Source: an optimization exercise on an open RTL-to-GDS flow (aim: small area). Production flows keep margins and buffers that such runs may drop.
Only simulation tests tie the RTL to the original design; equivalence was not proved.
Power figures rest on the tool's default switching activity, not on a simulated workload.

== run A ==
// lc4_core
module lc4_core #(
   parameter logic [15:0] RESET_PC = 16'h8200  
) (
   input  logic        gwe,
   input  logic        i_rst,
   output logic [15:0] o_imem_addr,
   input  logic [15:0] i_imem_insn,
   output logic [15:0] o_dmem_addr,
   input  logic [15:0] i_dmem_rdata,
   output logic        o_dmem_we,
   output logic [15:0] o_dmem_wdata,
   output logic [15:0] o_wb_pc,
   output logic [15:0] o_wb_insn,
   output logic        o_wb_reg_we,
   output logic [2:0]  o_wb_reg_sel,
   output logic [15:0] o_wb_reg_data,
   output logic        o_wb_dmem_we,
   output logic [15:0] o_wb_dmem_addr,
   output logic [15:0] o_wb_dmem_data
);
   logic [15:0] pc;                  
   logic [15:2] pc4;                 
   logic [15:2] pre;                 
   logic [15:0] d_insn, x_insn, m_insn, w_insn;
   logic [2:0]  m_rt;                
   logic        m_use_rs;            
   logic        w_valid;             
   logic        m_valid;             
   logic [15:0] regs [8];
   logic [15:0] w_addr, w_data;
   always_ff @(posedge gwe) begin
      if (i_rst) pc <= RESET_PC - 16'd4;
      else begin
         pc[1:0] <= pc[1:0] + 2'd1;
         if (pc[1] && pc[0]) pc[15:2] <= pc4;
      end
      d_insn  <= i_imem_insn;
      x_insn  <= d_insn;
      m_insn  <= x_insn;
      w_insn  <= m_insn;
      m_rt    <= (x_insn[15:12] == 4'b0111) ? x_insn[11:9] : x_insn[2:0];
  ...
For scale: ~850 cells after synthesis, roughly 170 I/O pins, roughly 11000 sq um of cells after synthesis.
export LEC_CHECK = 0
export CAP_MARGIN = 20
export CORE_MARGIN = 2
export CORE_UTILIZATION = 40
export CTS_CLUSTER_DIAMETER = 120
export CTS_CLUSTER_SIZE = 25
export GPL_TIMING_DRIVEN = 0
export SLEW_MARGIN = 20
export SYNTH_HIERARCHICAL = 1
export SYNTH_MINIMUM_KEEP_SIZE = 0
create_clock -name core_clock -period 5.0 [get_ports {gwe}]
standard.sh (not shown) runs the stock make flow with config.mk's settings and CLKGATE_MAP_FILE= SYNTH_SCRIPT=/design/flow/synth_recipe.tcl, a recipe that flattens the netlist after the stock synthesis.
==> flow/flow/run.sh <==
#!/bin/bash
set -euo pipefail
export BUFFER_PORTS_ARGS="-buffer_cell sky130_fd_sc_hd__buf_1"
export CTS_ARGS="-sink_clustering_enable -repair_clock_nets -sink_clustering_size 25 -sink_clustering_max_diameter 120 -dont_use_dummy_load"
bash standard.sh > flow_make.log 2>&1
Input-level comparison between run B and run A:
==> flow/flow/run.sh <==
#!/bin/bash
set -euo pipefail
export BUFFER_PORTS_ARGS="-buffer_cell sky130_fd_sc_hd__buf_1"
bash standard.sh > flow_make.log 2>&1
--- a/flow/config.mk
+++ b/flow/config.mk
@@ -9,6 +9,5 @@
 export CORE_MARGIN = 2
-export CORE_UTILIZATION = 40
+export CORE_UTILIZATION = 55
 export CTS_CLUSTER_DIAMETER = 120
 export CTS_CLUSTER_SIZE = 25
-export GPL_TIMING_DRIVEN = 0
 export SLEW_MARGIN = 20
[summary]
- Summary of run B over run A: number of placed instances with taps included fell 6.7%; final hold slack rose 0.013 ns.
- Looking at detailed-route wire length, run B sits below run A.
- Of run B and run A, the lower setup slack after layout belongs to run A.
#### Input delta (run C over run B)
--- a/flow/flow/run.sh
+++ b/flow/flow/run.sh
@@ -3,2 +3,4 @@
 export BUFFER_PORTS_ARGS="-buffer_cell sky130_fd_sc_hd__buf_1"
+export CTS_ARGS="-sink_clustering_enable -repair_clock_nets -sink_clustering_size 25 -sink_clustering_max_diameter 120 -dont_use_dummy_load"
+export RECOVER_POWER=100
 bash standard.sh > flow_make.log 2>&1
--- a/flow/config.mk
+++ b/flow/config.mk
@@ -9,3 +9,3 @@
 export CORE_MARGIN = 2
-export CORE_UTILIZATION = 55
+export CORE_UTILIZATION = 40
 export CTS_CLUSTER_DIAMETER = 120
--- outcome ---
Run C finished all stages; however, its layout fails the closing checks, the failures being capacitance limit, slew limit. Diff run B -> run C: final estimated routing congestion in global placement lower; sequential power held steady. Relative to run B, the cell count measured on run C has increased by a few percent. Run C: total routed wirelength is 1.0% higher than what run B reported. In run C the clock network area share turned out 0.62 points lower than in run B.
What run D does differently from run C at the input level:
--- a/flow/flow/run.sh
+++ b/flow/flow/run.sh
@@ -4,3 +4,3 @@
 export CTS_ARGS="-sink_clustering_enable -repair_clock_nets -sink_clustering_size 25 -sink_clustering_max_diameter 120 -dont_use_dummy_load"
-export RECOVER_POWER=100
+export REMOVE_ABC_BUFFERS=1
 bash standard.sh > flow_make.log 2>&1
==> comparison <==
Run D reached the final stage; the timing, DRC and antenna checks on its layout passed.
Changes observed in run D relative to run C: met3 layer wire length in the routed design higher, post-synthesis to final-layout area growth went up by 0.80 points, cell area went up by about 0.7%, global routing met2 resource utilization rose by 1.2 points, final-report max-slew violation count moved down.
Taking run C as the reference, in run D worst hold slack went up by 0.0069 ns; count of non-CTS buffers in the layout went down by 0.51%; final critical-path required period went up by 0.051 ns; sequential share of cell area went down by 0.36 points.

========
Starting RTL as in the previous note.
==> flow/design.v (excerpt) <==
module lc4_core #(
   parameter logic [15:0] RESET_PC = 16'h8200  
) (
   input  logic        gwe,
   input  logic        i_rst,
   output logic [15:0] o_imem_addr,
   input  logic [15:0] i_imem_insn,
   output logic [15:0] o_dmem_addr,
   input  logic [15:0] i_dmem_rdata,
   output logic        o_dmem_we,
   output logic [15:0] o_dmem_wdata,
   output logic [15:0] o_wb_pc,
   output logic [15:0] o_wb_insn,
   output logic        o_wb_reg_we,
   output logic [2:0]  o_wb_reg_sel,
   output logic [15:0] o_wb_reg_data,
   output logic        o_wb_dmem_we,
   output logic [15:0] o_wb_dmem_addr,
   output logic [15:0] o_wb_dmem_data
);
clock: 5.0 ns
lec_check: 0
cap_margin: 20
core_margin: 2
core_utilization: 40
cts_cluster_diameter: 80
cts_cluster_size: 30
slew_margin: 20
synth_hierarchical: 1
synth_minimum_keep_size: 0
==> flow/flow/run.sh <==
#!/bin/bash
set -euo pipefail
export BUFFER_PORTS_ARGS="-buffer_cell sky130_fd_sc_hd__buf_1"
bash standard.sh > flow_make.log 2>&1
==> next run, changes <==
Settings changed: CTS_CLUSTER_DIAMETER 80 to 120, CTS_CLUSTER_SIZE 30 to 25.
Effect:
- The changed run ran to the end with no violations
- combinational power came out lower slightly
- global-route usage hardly moves
- power came out lower by a little under a tenth
- hold slack is worse by 0.0055 ns
- final area came out lower slightly
- non-clock buffer count came out lower by 1
- fmax came out higher slightly
==> next run, changes <==
==> flow/flow/run.sh (replaced) <==
#!/bin/bash
set -euo pipefail
export BUFFER_PORTS_ARGS="-buffer_cell sky130_fd_sc_hd__buf_1"
export CTS_ARGS="-sink_clustering_enable -repair_clock_nets -sink_clustering_size 25 -sink_clustering_max_diameter 120 -dont_use_dummy_load"
export POST_FLOORPLAN_TCL="$PWD/flow/recover.tcl"
bash standard.sh > flow_make.log 2>&1
==> flow/flow/recover.tcl (new file) <==
# After floorplanning: downsize cells that synthesis made larger than their
# paths need (repair_timing's power recovery); later stages repair timing,
# slew and capacitance as usual.
repair_timing -recover_power 100 -verbose
After rerunning:
- non-clock buffer count rose by 6
- final cell count stays flat
- global-route usage decreases by 0.40 points
- sequential share of layout area goes down by 0.12 points
- via count hardly moves
- first-iteration DRC count went down by 5.4%
- combinational power rises by about 1%
- fmax decreases by 2.0%
==> next run, changes <==
==> flow/flow/run.sh (replaced) <==
#!/bin/bash
set -euo pipefail
export BUFFER_PORTS_ARGS="-buffer_cell sky130_fd_sc_hd__buf_1"
export CTS_ARGS="-sink_clustering_enable -repair_clock_nets -sink_clustering_size 30 -sink_clustering_max_diameter 100 -dont_use_dummy_load"
bash standard.sh > flow_make.log 2>&1
Settings changed: CTS_CLUSTER_DIAMETER 120 to 100, CTS_CLUSTER_SIZE 25 to 30.
removed: flow/flow/recover.tcl
What happened: First-iteration DRC count rises by about 12%; combinational power falls by about 0.9%; clock skew rises by 0.0085 ns; power falls by 0.81%.
==> next run, changes <==
==> flow/flow/run.sh (replaced) <==
#!/bin/bash
set -euo pipefail
export BUFFER_PORTS_ARGS="-buffer_cell sky130_fd_sc_hd__buf_1"
export CTS_ARGS="-sink_clustering_enable -repair_clock_nets -sink_clustering_size 25 -sink_clustering_max_diameter 120 -dont_use_dummy_load"
bash standard.sh > flow_make.log 2>&1
Settings changed: CTS_CLUSTER_DIAMETER 100 to 120, CTS_CLUSTER_SIZE 30 to 25.
The new run completed with no timing, DRC or antenna violations. Global-route usage is about the same. Non-clock buffer count does not change. Worst setup slack gets better by 0.042 ns. Critical path depth is unchanged.
==> next run, changes <==
==> flow/flow/run.sh (replaced) <==
#!/bin/bash
set -euo pipefail
export BUFFER_PORTS_ARGS="-buffer_cell sky130_fd_sc_hd__buf_1"
export CTS_ARGS="-sink_clustering_enable -repair_clock_nets -sink_clustering_size 35 -sink_clustering_max_diameter 100 -dont_use_dummy_load"
bash standard.sh > flow_make.log 2>&1
Settings changed: CTS_CLUSTER_DIAMETER 120 to 100, CTS_CLUSTER_SIZE 25 to 35.
After rerunning: The changed run produced a clean layout; first-iteration DRC count decreases by 7.3%; total power goes down by about 1.7%; fmax fell by about 2%; global-route usage barely changes; non-clock buffer count rose by 1; sequential cell count does not change; setup slack loses 0.094 ns; cell area stays flat; synthesized cell count does not change.

========
03-05:
The RTL this note starts from:
==> flow/design.v <==
`timescale 1ns/1ps
module lc4_rdbit (
   input  logic [7:0] i_sel,
   input  logic [7:0] i_d,
   output logic       o_y
);
   assign o_y = |(i_sel & i_d);
endmodule
module lc4_pgbit (
   input  logic i_a,
   input  logic i_b,      
   input  logic i_nu,     
   input  logic i_im,     
   input  logic i_inv,    
   output logic o_p,
   output logic o_g
);
   logic opb;
   assign opb = ((i_b & i_nu) | i_im) ^ i_inv;
   assign o_p = i_a ^ opb;
   assign o_g = i_a & opb;
endmodule
module lc4_resbit (
   input  logic i_p,
   input  logic i_g,
   input  logic i_c,
   input  logic i_b,
   input  logic i_rd,
   input  logic i_kp,     
   input  logic i_kc,     
   input  logic i_kg,     
   input  logic i_kld,    
   input  logic i_kst,    
   output logic o_r
);
   assign o_r = ((i_p & i_kp) ^ (i_c & i_kc)) | (i_g & i_kg) | (i_rd & i_kld) | (i_b & i_kst);
endmodule
module lc4_carry (
   input  logic [15:0] i_p,
   input  logic [15:0] i_g,
   input  logic        i_cin,
   output logic [15:0] o_c    
);
   logic [16:0] c;
   assign c[0] = i_cin;
   for (genvar i = 0; i < 16; i++) begin : g_c
      assign c[i+1] = i_g[i] | (i_p[i] & c[i]);
   end
   assign o_c = c[15:0];
endmodule
module lc4_agu_carry (
   input  logic [5:0] i_p,
   input  logic [5:0] i_g,
   output logic [6:1] o_c
);
   always_comb begin
      for (int k = 1; k <= 6; k++) begin
         logic t, all_p;
         t = 1'b0;
         for (int j = 0; j < k; j++) begin
            all_p = 1'b1;
            for (int m = j + 1; m < k; m++) all_p = all_p & i_p[m];
            t = t | (i_g[j] & all_p);
         end
         o_c[k] = t;
      end
   end
endmodule
module lc4_agu_hibit (
   input  logic i_a,
   input  logic i_ones,
   input  logic i_zeros,
   input  logic i_inc,
   input  logic i_dec,
   output logic o_y
);
   assign o_y = i_a ^ ((i_inc & i_ones) | (i_dec & i_zeros));
endmodule
module lc4_agu (
   input  logic [15:0] i_a,
   input  logic [5:0]  i_off,
   output logic [15:0] o_addr
);
   logic [5:0] p, g;
   logic [6:0] c;
   logic [9:0] ones, zeros;  
   logic       inc, dec;
   assign p = i_a[5:0] ^ i_off;
   assign g = i_a[5:0] & i_off;
   assign c[0] = 1'b0;
   lc4_agu_carry u_c (.i_p(p), .i_g(g), .o_c(c[6:1]));
   assign o_addr[5:0] = p ^ c[5:0];
   assign inc = c[6] & !i_off[5];
   assign dec = !c[6] & i_off[5];
   always_comb begin
      for (int i = 0; i < 10; i++) begin
         ones[i]  = 1'b1;
         zeros[i] = 1'b1;
         for (int j = 0; j < i; j++) begin
            ones[i]  = ones[i] & i_a[j+6];
            zeros[i] = zeros[i] & !i_a[j+6];
         end
      end
   end
   for (genvar i = 0; i < 10; i++) begin : g_hi
      lc4_agu_hibit u_hi (.i_a(i_a[i+6]), .i_ones(ones[i]), .i_zeros(zeros[i]),
                          .i_inc(inc), .i_dec(dec), .o_y(o_addr[i+6]));
   end
endmodule
module lc4_core #(
   parameter logic [15:0] RESET_PC = 16'h8200  
) (
   input  logic        gwe,
   input  logic        i_rst,
   output logic [15:0] o_imem_addr,
   input  logic [15:0] i_imem_insn,
   output logic [15:0] o_dmem_addr,
   input  logic [15:0] i_dmem_rdata,
   output logic        o_dmem_we,
   output logic [15:0] o_dmem_wdata,
   output logic [15:0] o_wb_pc,
   output logic [15:0] o_wb_insn,
   output logic        o_wb_reg_we,
   output logic [2:0]  o_wb_reg_sel,
   output logic [15:0] o_wb_reg_data,
   output logic        o_wb_dmem_we,
   output logic [15:0] o_wb_dmem_addr,
   output logic [15:0] o_wb_dmem_data
);
   logic [15:0] pc;
   logic [15:0] d_insn, x_insn, m_insn, w_insn;
   logic [2:0]  m_rt;                
   logic        m_use_rs;            
   logic        w_valid;             
   logic        m_valid;             
   logic [15:0] regs [8];
   logic [15:0] w_addr, w_data;
   always_ff @(posedge gwe) begin
      if (i_rst) pc <= RESET_PC;
      else       pc <= pc + 16'd1;
      d_insn  <= i_imem_insn;
      x_insn  <= d_insn;
      m_insn  <= x_insn;
      w_insn  <= m_insn;
      m_rt    <= (x_insn[15:12] == 4'b0111) ? x_insn[11:9] : x_insn[2:0];
      m_use_rs <= x_insn[15:12] != 4'b1001;
      w_valid <= !i_rst && m_valid;
   end
   assign m_valid = w_valid || (pc[1] && pc[0]);
   assign o_imem_addr = pc;
   logic [3:0] m_op;
   logic       m_arith, m_logic, m_ldr, m_str, m_const, m_we, m_mem;
   assign m_op    = m_insn[15:12];
   assign m_arith = m_op == 4'b0001;
   assign m_logic = m_op == 4'b0101;
   assign m_ldr   = m_op == 4'b0110;
   assign m_str   = m_op == 4'b0111;
   assign m_const = m_op == 4'b1001;
   assign m_mem   = m_valid && !i_rst && (m_ldr || m_str);
   assign m_we    = m_valid && ((m_arith && (m_insn[5] || !m_insn[3])) ||
                                m_logic || m_ldr || m_const);
   logic       use_b, use_imm, inv, kp, kc, kg, kld, kst;
   logic       reg_form;
   assign reg_form = !m_insn[5] && (m_arith || m_logic);
   assign use_imm = m_insn[5] || m_ldr || m_str || m_const;
   assign use_b   = !use_imm && !(m_logic && m_insn[4:3] == 2'b01);  
   assign inv     = reg_form && (m_arith ? m_insn[4] : (m_insn[4:3] == 2'b01));  
   assign kp      = !i_rst && (m_arith || m_const || (m_logic && !m_insn[5] && m_insn[4:3] != 2'b00));
   assign kc      = !i_rst && m_arith;
   assign kg      = !i_rst && m_logic && (m_insn[5] || m_insn[4:3] == 2'b00 || m_insn[4:3] == 2'b10);
   assign kld     = !i_rst && m_ldr;
   assign kst     = !i_rst && m_str;
   logic [15:0] imm;
   always_comb begin
      if (m_const)            imm = {{7{m_insn[8]}}, m_insn[8:0]};
      else if (m_ldr || m_str) imm = {{10{m_insn[5]}}, m_insn[5:0]};
      else                    imm = {{11{m_insn[4]}}, m_insn[4:0]};
   end
   logic [7:0]  sel_a, sel_b;
   for (genvar j = 0; j < 8; j++) begin : g_dec
      assign sel_a[j] = m_use_rs && m_insn[8:6] == 3'(j);
      assign sel_b[j] = m_rt == 3'(j);
   end
   logic [15:0] a, b, p, g, c, addr, res;
   for (genvar i = 0; i < 16; i++) begin : g_bit
      logic [7:0] col;
      for (genvar j = 0; j < 8; j++) begin : g_col
         assign col[j] = regs[j][i];
      end
      lc4_rdbit u_ra (.i_sel(sel_a), .i_d(col), .o_y(a[i]));
      lc4_rdbit u_rb (.i_sel(sel_b), .i_d(col), .o_y(b[i]));
      lc4_pgbit u_pg (.i_a(a[i]), .i_b(b[i]), .i_nu(use_b), .i_im(use_imm && imm[i]),
                      .i_inv(inv), .o_p(p[i]), .o_g(g[i]));
      lc4_resbit u_res (.i_p(p[i]), .i_g(g[i]), .i_c(c[i]), .i_b(b[i]), .i_rd(i_dmem_rdata[i]),
                        .i_kp(kp), .i_kc(kc), .i_kg(kg), .i_kld(kld), .i_kst(kst), .o_r(res[i]));
   end
   lc4_carry u_carry (.i_p(p), .i_g(g), .i_cin(inv), .o_c(c));
   lc4_agu u_agu (.i_a(a), .i_off(m_insn[5:0]), .o_addr(addr));
   always_ff @(posedge gwe) begin
      for (int i = 0; i < 8; i++)
         if (i_rst || (m_we && m_insn[11:9] == 3'(i))) regs[i] <= res;
   end
   assign o_dmem_addr  = m_mem ? addr : 16'd0;
   assign o_dmem_we    = m_valid && m_str;
   assign o_dmem_wdata = (m_valid && m_str) ? b : 16'd0;
   always_ff @(posedge gwe) begin
      w_addr <= o_dmem_addr;    
      w_data <= res;
   end
   logic [3:0]  w_op;
   logic [15:0] w_pc;
   assign w_op = w_insn[15:12];
   assign w_pc = pc - 16'd4;
   assign o_wb_pc        = {w_pc[15] & w_valid, w_pc[14:9], w_pc[8:0] & {9{w_valid}}};
   assign o_wb_insn      = w_valid ? w_insn : 16'd0;
   assign o_wb_reg_we    = w_valid && ((w_op == 4'b0001 && (w_insn[5] || !w_insn[3])) ||
                                       w_op == 4'b0101 || w_op == 4'b0110 || w_op == 4'b1001);
   assign o_wb_reg_sel   = w_insn[11:9];
   assign o_wb_reg_data  = w_data;
   assign o_wb_dmem_we   = w_valid && w_op == 4'b0111;
   assign o_wb_dmem_addr = w_addr;
   assign o_wb_dmem_data = (w_valid && (w_op == 4'b0110 || w_op == 4'b0111)) ? w_data : 16'd0;
endmodule
Settings: LEC_CHECK=0, CAP_MARGIN=20, CORE_MARGIN=2, CORE_UTILIZATION=40, CTS_BUF_LIST=sky130_fd_sc_hd__clkbuf_8, SLEW_MARGIN=20, SYNTH_HIERARCHICAL=1, SYNTH_MINIMUM_KEEP_SIZE=0; clock period 5.0 ns.
==> flow/flow/run.sh <==
#!/bin/bash
set -euo pipefail
export BUFFER_PORTS_ARGS="-buffer_cell sky130_fd_sc_hd__buf_1"
export RECOVER_POWER=100
bash standard.sh > flow_make.log 2>&1
In summary, 03-05 completed successfully, with a layout that passed the timing, DRC and antenna checks.
> inputs changed (03-05 -> 11-16)
==> flow/flow/run.sh <==
#!/bin/bash
set -euo pipefail
export BUFFER_PORTS_ARGS="-buffer_cell sky130_fd_sc_hd__buf_1"
bash standard.sh > flow_make.log 2>&1
==> comparison <==
Critical path arrival in 11-16 is 0.06 ns lower than in 03-05
[11-16 vs 03-05] growth of design area from synthesis to finish: higher in 11-16
03-05 -> 11-16: ratio of routed vias to standard cells flat
In terms of wire length after detailed routing, 03-05 and 11-16 differ only marginally.
The global-route usage on 11-16 is in line with that on 03-05.
Delta (11-16 minus 03-05): sum of met2 wire segment lengths after detailed routing essentially unchanged; setup slack increased 0.064 ns; share of synthesized cell area in full adder, half adder and majority cells essentially unchanged; final period utilization decreased 1.3 points.

## what the ideal ports hide
No port has a modelled driver above. Below, the same layouts with a new extraction and two added sets of constraints.
Step 1: set_driving_cell puts a clkbuf_16 on gwe and a buf_2 on each other input, an assumption about the parent block.
Step 2 moves the port delays by t, midway between the first and last clock arrival at a register: inputs arrive t later, outputs are due t later. That takes back most of the time a late clock gives input paths.
Slacks: no drivers / after step 1 / after step 2; pairs: no drivers / after step 1.
run	t, ns	slack for setup (ns)	slew at the worst register clock pin (ns)	pins driven straight from the clock port
run A	0.514	0.152 / 0.108 / 0.299	0.11 / 0.11	1
run B	0.522	0.188 / 0.143 / 0.520	0.10 / 0.10	1
run C	0.512	0.318 / 0.272 / 0.422	0.11 / 0.11	1
run D	0.518	0.267 / 0.218 / 0.615	0.10 / 0.10	1
the first run of note 2	0.540	0.276 / 0.225 / 0.589	0.11 / 0.11	1
the second run of note 2	0.512	0.346 / 0.301 / 0.622	0.11 / 0.11	1
the third run of note 2	0.518	0.249 / 0.200 / 0.717	0.10 / 0.10	1
the fourth run of note 2	0.521	0.304 / 0.257 / 0.628	0.11 / 0.11	1
the fifth run of note 2	0.514	0.347 / 0.301 / 0.627	0.11 / 0.11	1
the sixth run of note 2	0.520	0.252 / 0.205 / 0.589	0.12 / 0.12	1
03-05	0.573	0.198 / 0.156 / 0.292	0.06 / 0.06	1
11-16	0.573	0.263 / 0.220 / 0.390	0.06 / 0.06	1
